This design comes from an exercise in tuning for small area and a short achievable clock period on the open sky130 flow, not from production work. Function was checked by simulation only, so behaviour that the tests miss may differ from the original. The clock port is modelled as an ideal driver, which makes a skipped or thinned clock tree look cheaper than it is; a real chip needs a root buffer or a tree.

Setup of v6:
Design ahb_sram_slave, start of the top module:
module ahb_sram_slave #(
  parameter int                    ADDR_WIDTH  = 32,
  parameter int                    DATA_WIDTH  = 32,
  parameter int                    DEPTH       = 64,
  parameter logic [ADDR_WIDTH-1:0] BASE        = 32'h4000_0100,
  parameter int                    WAIT_STATES = 1,
  parameter bit                    READ_ONLY   = 1'b0
) (
  input  logic                  HCLK,
  input  logic                  HRESETn,
  input  logic                  HSELx,
  input  logic [ADDR_WIDTH-1:0] HADDR,
  input  logic                  HWRITE,
  input  logic [2:0]            HSIZE,
  input  logic [2:0]            HBURST,
  input  logic [3:0]            HPROT,
  input  logic [1:0]            HTRANS,
  input  logic                  HMASTLOCK,
  input  logic                  HREADY,
  input  logic [DATA_WIDTH-1:0] HWDATA,
  output logic                  HREADYOUT,
  output logic                  HRESP,
  output logic [DATA_WIDTH-1:0] HRDATA
);
Size in the first run: about 6000 cells after synthesis, about 2200 flip-flops, roughly 120 I/O pins, about 69000 sq um of cells after synthesis.
==> module ahb_sram_slave, before the edit <==
module ahb_sram_slave #(
  parameter int                    ADDR_WIDTH  = 32,
  parameter int                    DATA_WIDTH  = 32,
  parameter int                    DEPTH       = 64,
  parameter logic [ADDR_WIDTH-1:0] BASE        = 32'h4000_0100,
  parameter int                    WAIT_STATES = 1,
  parameter bit                    READ_ONLY   = 1'b0
) (
  input  logic                  HCLK,
  input  logic                  HRESETn,
  input  logic                  HSELx,
  input  logic [ADDR_WIDTH-1:0] HADDR,
  input  logic                  HWRITE,
  input  logic [2:0]            HSIZE,
  input  logic [2:0]            HBURST,
  input  logic [3:0]            HPROT,
  input  logic [1:0]            HTRANS,
  input  logic                  HMASTLOCK,
  input  logic                  HREADY,
  input  logic [DATA_WIDTH-1:0] HWDATA,
  output logic                  HREADYOUT,
  output logic                  HRESP,
  output logic [DATA_WIDTH-1:0] HRDATA
);
  localparam int BYTES     = DATA_WIDTH / 8;
  localparam int LANE_BITS = $clog2(BYTES);
  localparam int IDX_BITS  = $clog2(DEPTH);
  localparam int WIN_BITS  = LANE_BITS + IDX_BITS;
  logic                  r_busy;     
  logic                  r_ready;    
  logic                  r_resp;     
  logic                  r_wr;       
  logic [BYTES-1:0]      r_strb;     
  logic [DEPTH-1:0]      r_sel;      
  logic [BYTES-1:0]      r_lane;     
  logic [DATA_WIDTH-1:0] r_rdata;
  logic                  r_phase;    
  logic             w_in_window;
  logic             w_err;
  logic             w_accept;
  logic [BYTES-1:0] w_strb;
  logic             w_unused;
  assign w_in_window = (HADDR[ADDR_WIDTH-1:WIN_BITS] == BASE[ADDR_WIDTH-1:WIN_BITS]);
  assign w_err = ~w_in_window | HSIZE[2] | (HSIZE[1] & HSIZE[0])
               | (HSIZE[0] & HADDR[0]) | (HSIZE[1] & (HADDR[1] | HADDR[0]))
               | (READ_ONLY && HWRITE);
  assign w_strb[0] = HSIZE[1] | (~HADDR[1] & (HSIZE[0] | ~HADDR[0]));
  assign w_strb[1] = HSIZE[1] | (~HADDR[1] & (HSIZE[0] |  HADDR[0]));
  assign w_strb[2] = HSIZE[1] | ( HADDR[1] & (HSIZE[0] | ~HADDR[0]));
  assign w_strb[3] = HSIZE[1] | ( HADDR[1] & (HSIZE[0] |  HADDR[0]));
  assign w_accept = ~r_busy & HSELx & HREADY & HTRANS[1];
  assign w_unused = ^{HBURST, HPROT, HMASTLOCK, HTRANS[0]};
  always_ff @(posedge HCLK or negedge HRESETn) begin
    if (!HRESETn) begin
      r_busy  <= 1'b0;
      r_ready <= 1'b1;
      r_resp  <= 1'b0;
      r_lane <= '0;
    end else begin
      r_busy  <= w_accept;
      r_ready <= ~w_accept;
      if (!r_busy) begin
        r_resp <= w_accept & w_err;
      end
      r_lane <= {BYTES{r_busy & r_wr}} & r_strb;
    end
  end
  assign HREADYOUT = r_ready;
  assign HRESP     = r_resp;
  always_ff @(posedge HCLK) begin
    r_wr   <= w_accept & ~w_err & HWRITE;
    if (!r_busy) begin
      r_strb <= w_strb;
      for (int w = 0; w < DEPTH; w++) begin
        r_sel[w] <= (HADDR[LANE_BITS +: IDX_BITS] == IDX_BITS'(w));
      end
    end
  end
  logic [DATA_WIDTH-1:0] w_mem [DEPTH];      
  logic [DATA_WIDTH-1:0] w_wdata_n;          
  always_ff @(posedge HCLK) begin
    r_phase <= ~r_phase;
  end
  assign w_wdata_n = HWDATA ^ {DATA_WIDTH{r_phase}};
  for (genvar w = 0; w < DEPTH; w++) begin : g_word
    for (genvar b = 0; b < BYTES; b++) begin : g_lane
      logic w_we;
      logic w_hold;
      assign w_we   = r_sel[w] & r_lane[b];
      assign w_hold = ~w_we;
      for (genvar i = 0; i < 8; i++) begin : g_bit
        ahb_sram_bit u_bit (
          .clk (HCLK),
          .we  (w_we),
          .hold(w_hold),
          .d   (w_wdata_n[b*8+i]),
          .q   (w_mem[w][b*8+i])
        );
      end
    end
  end
  localparam int NGRP = (DEPTH + 2) / 3;    
  logic [DATA_WIDTH-1:0] w_rd;
  for (genvar i = 0; i < DATA_WIDTH; i++) begin : g_rbit
    logic [23:0] w_part_n;     
    logic [7:0]  w_l2;
    logic [3:0]  w_l3_n;
    for (genvar g = 0; g < NGRP; g++) begin : g_grp
      if (3*g + 2 < DEPTH) begin : g_three
        ahb_sram_ao3n u_ao (
          .s0(r_sel[3*g]),   .d0(w_mem[3*g][i]),
          .s1(r_sel[3*g+1]), .d1(w_mem[3*g+1][i]),
          .s2(r_sel[3*g+2]), .d2(w_mem[3*g+2][i]),
          .y_n(w_part_n[g])
        );
      end else begin : g_one
        assign w_part_n[g] = ~(r_sel[3*g] & w_mem[3*g][i]);
      end
    end
    assign w_part_n[23:NGRP] = '1;
    for (genvar j = 0; j < 7; j++) begin : g_l2
      ahb_sram_nand3 u_n3 (.a(w_part_n[3*j]), .b(w_part_n[3*j+1]), .c(w_part_n[3*j+2]), .y(w_l2[j]));
    end
    assign w_l2[7] = ~w_part_n[21];
    for (genvar j = 0; j < 4; j++) begin : g_l3
      ahb_sram_nor2 u_o2 (.a(w_l2[2*j]), .b(w_l2[2*j+1]), .y(w_l3_n[j]));
    end
    assign w_rd[i] = ~&w_l3_n;
  end
  always_ff @(posedge HCLK) begin
    r_rdata <= w_rd ^ {DATA_WIDTH{r_phase}};
  end
  assign HRDATA = r_rdata;
endmodule
==> module ahb_sram_bit, before the edit <==
module ahb_sram_bit (
  input  logic clk,
  input  logic we,
  input  logic hold,
  input  logic d,
  output logic q
);
  always_ff @(posedge clk) begin
    q <= ~((q | we) & (d | hold));
  end
endmodule
export LEC_CHECK = 0
export CAP_MARGIN = 20
export CORE_MARGIN = 2
export CORE_UTILIZATION = 70
export SETUP_SLACK_MARGIN = 3.8
export SLEW_MARGIN = 20
export SYNTH_HIERARCHICAL = 1
export TNS_END_PERCENT = 10
create_clock -name core_clock -period 6.0 [get_ports {HCLK}]
standard.sh (not shown) runs the stock make flow with config.mk's settings and CLKGATE_MAP_FILE= SYNTH_SCRIPT=/design/flow/synth_recipe.tcl, a recipe that flattens the netlist after the stock synthesis.
==> flow/flow/run.sh <==
#!/bin/bash
# The standard layout, with the clock tree built by flow/mycts_hook.tcl
# (run by ORFS's cts step as its PRE_CTS_TCL hook) instead of TritonCTS.
set -euo pipefail
here=$(pwd)
bash standard.sh PRE_CTS_TCL="$here/flow/mycts_hook.tcl" finish > "$here/standard_flow.log" 2>&1
Other scripts of this flow, unchanged in this note and not shown: flow/flow/mycts_hook.tcl
v6: PASS, flow complete, no timing, DRC or antenna violations
Edits applied to the flow inputs when going from v6 to v7:
--- a/flow/design.v
+++ b/flow/design.v
@@ -35,5 +35,4 @@
   logic [BYTES-1:0]      r_lane;     
   logic [DATA_WIDTH-1:0] r_rdata;
-  logic                  r_phase;    
   logic             w_in_window;
   logic             w_err;
@@ -77,10 +76,5 @@
     end
   end
-  logic [DATA_WIDTH-1:0] w_mem [DEPTH];      
-  logic [DATA_WIDTH-1:0] w_wdata_n;          
-  always_ff @(posedge HCLK) begin
-    r_phase <= ~r_phase;
-  end
-  assign w_wdata_n = HWDATA ^ {DATA_WIDTH{r_phase}};
+  logic [DATA_WIDTH-1:0] w_mem [DEPTH];
   for (genvar w = 0; w < DEPTH; w++) begin : g_word
     for (genvar b = 0; b < BYTES; b++) begin : g_lane
@@ -94,5 +88,5 @@
           .we  (w_we),
           .hold(w_hold),
-          .d   (w_wdata_n[b*8+i]),
+          .d   (HWDATA[b*8+i]),
           .q   (w_mem[w][b*8+i])
         );
@@ -129,5 +123,5 @@
   end
   always_ff @(posedge HCLK) begin
-    r_rdata <= w_rd ^ {DATA_WIDTH{r_phase}};
+    r_rdata <= w_rd;
   end
   assign HRDATA = r_rdata;
@@ -141,5 +135,5 @@
 );
   always_ff @(posedge clk) begin
-    q <= ~((q | we) & (d | hold));
+    q <= (q & hold) | (d & we);
   end
 endmodule
==> run notes <==
Every stage of the flow completed for v7, and the final layout passed the timing, design-rule and antenna checks.
v7: core footprint 6700 sq um above v6
Sort v6 and v7 by met3 track demand over resource asc -> top: v7
Status: source-to-sink clock delay at the later pin of the worst-skew pair parity (v6, v7)
Via count in v7 vs v6: down 2032
The lower final non-filler cell total came out of v7.
No run of this note takes its clock network from TritonCTS; it comes from the design's own scripts or RTL.

-- afterwards: timing with drivers on the ports --
Ports are ideal in the flow. The routed layouts listed here were re-timed in OpenROAD.
Step 1: set_driving_cell puts a clkbuf_16 on HCLK and a buf_2 on each other input, an assumption about the parent block.
Step 2 adds t to the input delays and takes it off the output delays; t is the mean of the earliest and latest rising clock arrival at the registers after step 1. Input paths then give back, and output paths get back, about the clock's delay inside the block.
Three values: ideal, step 1, step 2; two values: the first two.
run	t (ns)	setup WS [ns]	cell pins on the clock port's net
v6	0.763	3.373 / 3.353 / 2.855	4
v7	0.756	3.581 / 3.415 / 3.134	4
After both steps every run listed still meets setup and hold. For v6, which loses most, drivers alone change the setup slack by -0.020 ns; drivers and shift together by -0.518 ns.
